Background: an optimization exercise with open tools, aiming at small area and a short achievable clock period. Do not read the settings as production practice. At most, simulation tests tie the RTL to the original design; equivalence was not proved. Power and IR drop assume default switching activity.

Setup of amber:
Design tlb_sv32_plru, start of the top module:
module tlb_sv32_plru #(
  parameter int unsigned TLB_ENTRIES = 16,
  parameter int unsigned ASID_WIDTH  = 9
) (
  input  logic                  clk_i,
  input  logic                  rst_i,
  input  logic                  flush_i,
  input  logic [ASID_WIDTH-1:0] asid_to_be_flushed_i,
  input  logic [31:0]           vaddr_to_be_flushed_i,
  input  logic                  update_valid_i,
  input  logic                  update_is_4M_i,
  input  logic                  update_global_i,
  input  logic [19:0]           update_vpn_i,
  input  logic [ASID_WIDTH-1:0] update_asid_i,
  input  logic [31:0]           update_content_i,
  input  logic                  lu_access_i,
  input  logic [ASID_WIDTH-1:0] lu_asid_i,
  input  logic [31:0]           lu_vaddr_i,
  output logic                  lu_hit_o,
  output logic                  lu_is_4M_o,
  output logic [31:0]           lu_content_o,
  output logic [31:0]           hit_count_o,
  output logic [31:0]           miss_count_o,
  output logic                  full_o
);
  localparam int unsigned N     = TLB_ENTRIES;
  localparam int unsigned IDX_W = (N > 1) ? $clog2(N) : 1;
  localparam int unsigned NODES = N - 1;
  function automatic logic [N-1:0] lowest_oh(input logic [N-1:0] v);
    logic [N-1:0] r;
    logic         seen;
    seen = 1'b0;
    for (int i = 0; i < int'(N); i++) begin
      r[i] = v[i] & ~seen;
      seen = seen | v[i];
    end
    lowest_oh = r;
  endfunction
  function automatic logic [N-1:0] plru_victim_oh(input logic [NODES-1:0] tree);
    logic [N-1:0] r;
    int unsigned  node;
    logic         on;
    for (int e = 0; e < int'(N); e++) begin
      node = 32'd0;
      on   = 1'b1;
      for (int l = 0; l < int'(IDX_W); l++) begin
        if (e[IDX_W-1-l]) begin
          on   = on & tree[node];
          node = 32'd2 * node + 32'd2;
        end else begin
          on   = on & ~tree[node];
          node = 32'd2 * node + 32'd1;
        end
      end
      r[e] = on;
    end
    plru_victim_oh = r;
  ...
Size in the first run: roughly 3600 cells after synthesis, about 250 I/O pins.
Settings: LEC_CHECK=0, CAP_MARGIN=20, CORE_MARGIN=2, CORE_UTILIZATION=40, GPL_TIMING_DRIVEN=0, SETUP_SLACK_MARGIN=2.0, SLEW_MARGIN=20, SYNTH_HIERARCHICAL=1; clock period 8.5 ns.
standard.sh (not shown) runs the stock make flow with config.mk's settings and CLKGATE_MAP_FILE= SYNTH_SCRIPT=/design/flow/synth_recipe.tcl, a recipe that flattens the netlist after the stock synthesis.
==> flow/flow/run.sh <==
#!/bin/bash
# Standard ORFS layout with four changes: port buffers are plain buf_2 cells,
# the resizer may swap cells across footprints, clock tree synthesis uses
# larger sink clusters of clkbuf_8 without dummy loads, and the lookup ports
# are kept together on one edge (flow/io.tcl). Each tool's output goes to a
# log file here.
set -euo pipefail
bash standard.sh \
  "BUFFER_PORTS_ARGS=-buffer_cell sky130_fd_sc_hd__buf_2" \
  MATCH_CELL_FOOTPRINT=0 \
  "CTS_ARGS=-sink_clustering_enable -repair_clock_nets -dont_use_dummy_load -sink_clustering_size 14 -sink_clustering_max_diameter 50 -sink_clustering_buffer sky130_fd_sc_hd__clkbuf_8" \
  "PRE_IO_PLACEMENT_TCL=$PWD/flow/io.tcl" \
  finish > make_finish.log 2>&1
cp -r orfs/logs/sky130hd/tlb_sv32_plru/base orfs_logs 2>/dev/null || true
==> flow/flow/io.tcl <==
# Keep the combinational lookup's ports (its inputs and its outputs) together
# on the bottom edge so that the lookup path does not cross the die.
set lu_pins {}
foreach p [get_ports {lu_vaddr_i[*] lu_asid_i[*] lu_access_i lu_content_o[*] lu_is_4M_o lu_hit_o}] {
  lappend lu_pins [get_full_name $p]
}
set_io_pin_constraint -pin_names $lu_pins -region bottom:*
amber: all stages complete, timing, DRC and antenna checks passed
For umber, these inputs were changed with respect to amber:
--- a/flow/design.v
+++ b/flow/design.v
@@ -97,36 +97,36 @@
   localparam int unsigned GS = 4;
   localparam int unsigned NG = N / GS;
   logic [N-1:0]  lu_match_s;
   logic [N-1:0]  lu_lsel_s;
   logic [NG-1:0] lu_gsel_s;
   logic [NG-1:0] lu_ngrp_s;
   logic [N-1:0]  lu_win_s;
   logic          lu_hit_s;
   logic [32:0]   grp_out_s [NG];
   logic [32:0]   lu_out_s;
   for (genvar i = 0; i < int'(N); i++) begin : g_match
     tlb_lu_match #(.ASID_WIDTH(ASID_WIDTH)) u_match (
+      .access_i(lu_access_i),
       .valid_i (valid_r[i]),
       .is_4m_i (is_4m_r[i]),
       .global_i(global_r[i]),
       .vpn_i   (vpn_r[i]),
       .asid_i  (asid_r[i]),
       .vpn_q_i (lu_vaddr_i[31:12]),
       .asid_q_i(lu_asid_i),
       .hit_o   (lu_match_s[i])
     );
   end
   tlb_lu_prio u_prio (
-    .access_i(lu_access_i),
     .match_i (lu_match_s),
     .lsel_o  (lu_lsel_s),
     .gsel_o  (lu_gsel_s),
     .ngrp_o  (lu_ngrp_s),
     .win_o   (lu_win_s),
     .hit_o   (lu_hit_s)
   );
   for (genvar g = 0; g < int'(NG); g++) begin : g_gmux
     tlb_lu_mux4 u_gmux (
       .sel_i (lu_lsel_s[g*GS +: GS]),
       .d0_i  ({is_4m_r[g*GS+0], content_r[g*GS+0]}),
       .d1_i  ({is_4m_r[g*GS+1], content_r[g*GS+1]}),
@@ -232,65 +232,64 @@
     end
   end
   assign lu_hit_o     = lu_hit_s;
   assign lu_is_4M_o   = lu_is_4m_s;
   assign lu_content_o = lu_content_s;
   assign hit_count_o  = hit_count_r;
   assign miss_count_o = miss_count_r;
   assign full_o       = full_r;
 endmodule
 module tlb_lu_match #(
   parameter int unsigned ASID_WIDTH = 9
 ) (
+  input  logic                  access_i,
   input  logic                  valid_i,
   input  logic                  is_4m_i,
   input  logic                  global_i,
   input  logic [19:0]           vpn_i,
   input  logic [ASID_WIDTH-1:0] asid_i,
   input  logic [19:0]           vpn_q_i,
   input  logic [ASID_WIDTH-1:0] asid_q_i,
   output logic                  hit_o
 );
-  assign hit_o = valid_i && (vpn_i[19:10] == vpn_q_i[19:10]) &&
+  assign hit_o = access_i && valid_i && (vpn_i[19:10] == vpn_q_i[19:10]) &&
                  (is_4m_i || (vpn_i[9:0] == vpn_q_i[9:0])) &&
                  (global_i || (asid_i == asid_q_i));
 endmodule
 module tlb_lu_prio (
-  input  logic        access_i,
   input  logic [15:0] match_i,
   output logic [15:0] lsel_o,
   output logic [3:0]  gsel_o,
   output logic [3:0]  ngrp_o,
   output logic [15:0] win_o,
   output logic        hit_o
 );
   logic [3:0] grp;
   always_comb begin
     for (int g = 0; g < 4; g++) begin
-      lsel_o[4*g+0] = access_i & match_i[4*g+0];
-      lsel_o[4*g+1] = access_i & match_i[4*g+1] & ~match_i[4*g+0];
-      lsel_o[4*g+2] = access_i & match_i[4*g+2] & ~match_i[4*g+1] & ~match_i[4*g+0];
-      lsel_o[4*g+3] = access_i & match_i[4*g+3] & ~match_i[4*g+2] & ~match_i[4*g+1] &
-                      ~match_i[4*g+0];
+      lsel_o[4*g+0] = match_i[4*g+0];
+      lsel_o[4*g+1] = match_i[4*g+1] & ~match_i[4*g+0];
+      lsel_o[4*g+2] = match_i[4*g+2] & ~match_i[4*g+1] & ~match_i[4*g+0];
+      lsel_o[4*g+3] = match_i[4*g+3] & ~match_i[4*g+2] & ~match_i[4*g+1] & ~match_i[4*g+0];
       grp[g]        = |match_i[4*g +: 4];
       ngrp_o[g]     = ~grp[g];
     end
-    gsel_o[0] = access_i & grp[0];
-    gsel_o[1] = access_i & grp[1] & ~grp[0];
-    gsel_o[2] = access_i & grp[2] & ~grp[1] & ~grp[0];
-    gsel_o[3] = access_i & grp[3] & ~grp[2] & ~grp[1] & ~grp[0];
+    gsel_o[0] = grp[0];
+    gsel_o[1] = grp[1] & ~grp[0];
+    gsel_o[2] = grp[2] & ~grp[1] & ~grp[0];
+    gsel_o[3] = grp[3] & ~grp[2] & ~grp[1] & ~grp[0];
     for (int i = 0; i < 16; i++) begin
       win_o[i] = lsel_o[i] & gsel_o[i / 4];
     end
-    hit_o = access_i & (|grp);
+    hit_o = |grp;
   end
 endmodule
 module tlb_lu_mux4 (
   input  logic [3:0]  sel_i,
   input  logic [32:0] d0_i,
   input  logic [32:0] d1_i,
   input  logic [32:0] d2_i,
   input  logic [32:0] d3_i,
   output logic [32:0] y_o
 );
   assign y_o = (d0_i & {33{sel_i[0]}}) | (d1_i & {33{sel_i[1]}}) |
                (d2_i & {33{sel_i[2]}}) | (d3_i & {33{sel_i[3]}});
Notes after the runs:
- umber and amber ended up with nearly the same die width.
- Utilization amber -> umber: up
- Compared with amber, umber shows a final critical delay including setup and external delays that is 0.0041 ns lower.
- For layout clock buffer count, dividing the value from umber by the value from amber gives 1.10.
- On umber: depth of the CTS H-tree is 1 higher than what amber gave.
- Changes observed in umber relative to amber: top achievable clock speed held steady; total power of the final layout grew by about 2.4%; global-route total usage across every layer grew by 0.81 points; die area held steady; share of cells above drive strength 1 grew by 0.73 points.
- Comparing umber and amber, clock network area share is lower on amber.
- Multi-input combinational area share: amber vs umber — no meaningful difference
- Area overhead of the layout relative to synthesis (higher): umber
- Comparing final wirelength for umber and amber, the bigger number came from umber.
Function not checked in umber: the RTL went through the layout flow alone.

tlb_sv32_plru, a different RTL version from the one above (not shown whole).
Size in the first run: roughly 3400 cells after synthesis, ~250 I/O pins, roughly 51000 um^2 of cells after synthesis.
Settings: LEC_CHECK=0, CAP_MARGIN=20, CORE_MARGIN=2, CORE_UTILIZATION=40, SETUP_SLACK_MARGIN=2.0, SLEW_MARGIN=20, SYNTH_HIERARCHICAL=1; clock period 8.5 ns.
run.sh (not shown) runs the stock make flow with config.mk's settings and CLKGATE_MAP_FILE= SYNTH_SCRIPT=/design/flow/synth_recipe.tcl, a recipe that flattens the netlist after the stock synthesis.
Stock flow here: none of the scripts above is used.
Next try:
--- a/flow/design.v
+++ b/flow/design.v
@@ -97,14 +97,15 @@
   localparam int unsigned GS = 4;
   localparam int unsigned NG = N / GS;
   logic [N-1:0]  lu_match_s;
   logic [N-1:0]  lu_lsel_s;
   logic [NG-1:0] lu_gsel_s;
   logic [N-1:0]  lu_win_s;
   logic          lu_hit_s;
+  logic [32:0]   grp_out_s [NG];
   logic [32:0]   lu_out_s;
   for (genvar i = 0; i < int'(N); i++) begin : g_match
     tlb_lu_match #(.ASID_WIDTH(ASID_WIDTH)) u_match (
       .valid_i (valid_r[i]),
       .is_4m_i (is_4m_r[i]),
       .global_i(global_r[i]),
       .vpn_i   (vpn_r[i]),
@@ -118,21 +119,30 @@
     .access_i(lu_access_i),
     .match_i (lu_match_s),
     .lsel_o  (lu_lsel_s),
     .gsel_o  (lu_gsel_s),
     .win_o   (lu_win_s),
     .hit_o   (lu_hit_s)
   );
-  logic [N*33-1:0] ent_s;
-  for (genvar i = 0; i < int'(N); i++) begin : g_ent
-    assign ent_s[i*33 +: 33] = {is_4m_r[i], content_r[i]};
-  end
-  tlb_lu_mux16 u_omux (
-    .sel_i (lu_win_s),
-    .d_i   (ent_s),
+  for (genvar g = 0; g < int'(NG); g++) begin : g_gmux
+    tlb_lu_mux4 u_gmux (
+      .sel_i (lu_lsel_s[g*GS +: GS]),
+      .d0_i  ({is_4m_r[g*GS+0], content_r[g*GS+0]}),
+      .d1_i  ({is_4m_r[g*GS+1], content_r[g*GS+1]}),
+      .d2_i  ({is_4m_r[g*GS+2], content_r[g*GS+2]}),
+      .d3_i  ({is_4m_r[g*GS+3], content_r[g*GS+3]}),
+      .y_o   (grp_out_s[g])
+    );
+  end
+  tlb_lu_mux4 u_omux (
+    .sel_i (lu_gsel_s),
+    .d0_i  (grp_out_s[0]),
+    .d1_i  (grp_out_s[1]),
+    .d2_i  (grp_out_s[2]),
+    .d3_i  (grp_out_s[3]),
     .y_o   (lu_out_s)
   );
   logic [31:0] lu_content_s;
   logic        lu_is_4m_s;
   assign lu_content_s = lu_out_s[31:0];
   assign lu_is_4m_s   = lu_out_s[32];
   logic                  upd_en_s;
@@ -276,19 +286,7 @@
   input  logic [32:0] d2_i,
   input  logic [32:0] d3_i,
   output logic [32:0] y_o
 );
   assign y_o = (d0_i & {33{sel_i[0]}}) | (d1_i & {33{sel_i[1]}}) |
                (d2_i & {33{sel_i[2]}}) | (d3_i & {33{sel_i[3]}});
 endmodule
-module tlb_lu_mux16 (
-  input  logic [15:0] sel_i,
-  input  logic [16*33-1:0] d_i,
-  output logic [32:0] y_o
-);
-  always_comb begin
-    y_o = '0;
-    for (int i = 0; i < 16; i++) begin
-      y_o = y_o | (d_i[i*33 +: 33] & {33{sel_i[i]}});
-    end
-  end
-endmodule
Result: Register-to-register slack got worse by 820 ps. Cell area rose by about 1.4%. Hold slack is better by 5.7 ps. Via count came out higher by about 3.4%. Cell count climbs by about 4.3%. Wire length grows by about 2.6%. Worst setup slack gains 200 ps. Combinational power is lower by about 4%. Die area rises by 3.3%. Non-clock buffer count came out lower by 47.
No functional check of the RTL was part of any run of this note.

[port drivers added, routing unchanged]
No port has a modelled driver above. Below, the same layouts with a new extraction and two added sets of constraints.
Step 1 sets driving cells, clkbuf_16 on the clock port and buf_2 on the other inputs (assumed; they add their load-dependent delay and slew).
Step 2, shift: input delay + t, output delay - t, t = (earliest + latest rising clock arrival at the registers) / 2. This alone moves slack from input paths to output paths.
Three values: no drivers, after step 1, after step 2; two values: the first two.
run	t (ns)	setup WS [ns]	worst setup path at the end	slew at the worst register clock pin (ns)	cell pins on the clock port's net
amber	0.760	2.000 / 1.897 / 1.392	input to register	0.10 / 0.10	1
umber	0.788	2.004 / 1.824 / 1.258	input to register	0.09 / 0.09	1
the first run of note 2	0.806	1.755 / 1.715 / 1.180	input to register	0.07 / 0.07	1
the second run of note 2	0.823	1.958 / 1.920 / 1.219	input to register	0.07 / 0.07	1
After both steps every run listed still meets setup and hold. The setup slack of umber, which loses most, moves by -0.180 ns with the drivers and by -0.746 ns with both steps.
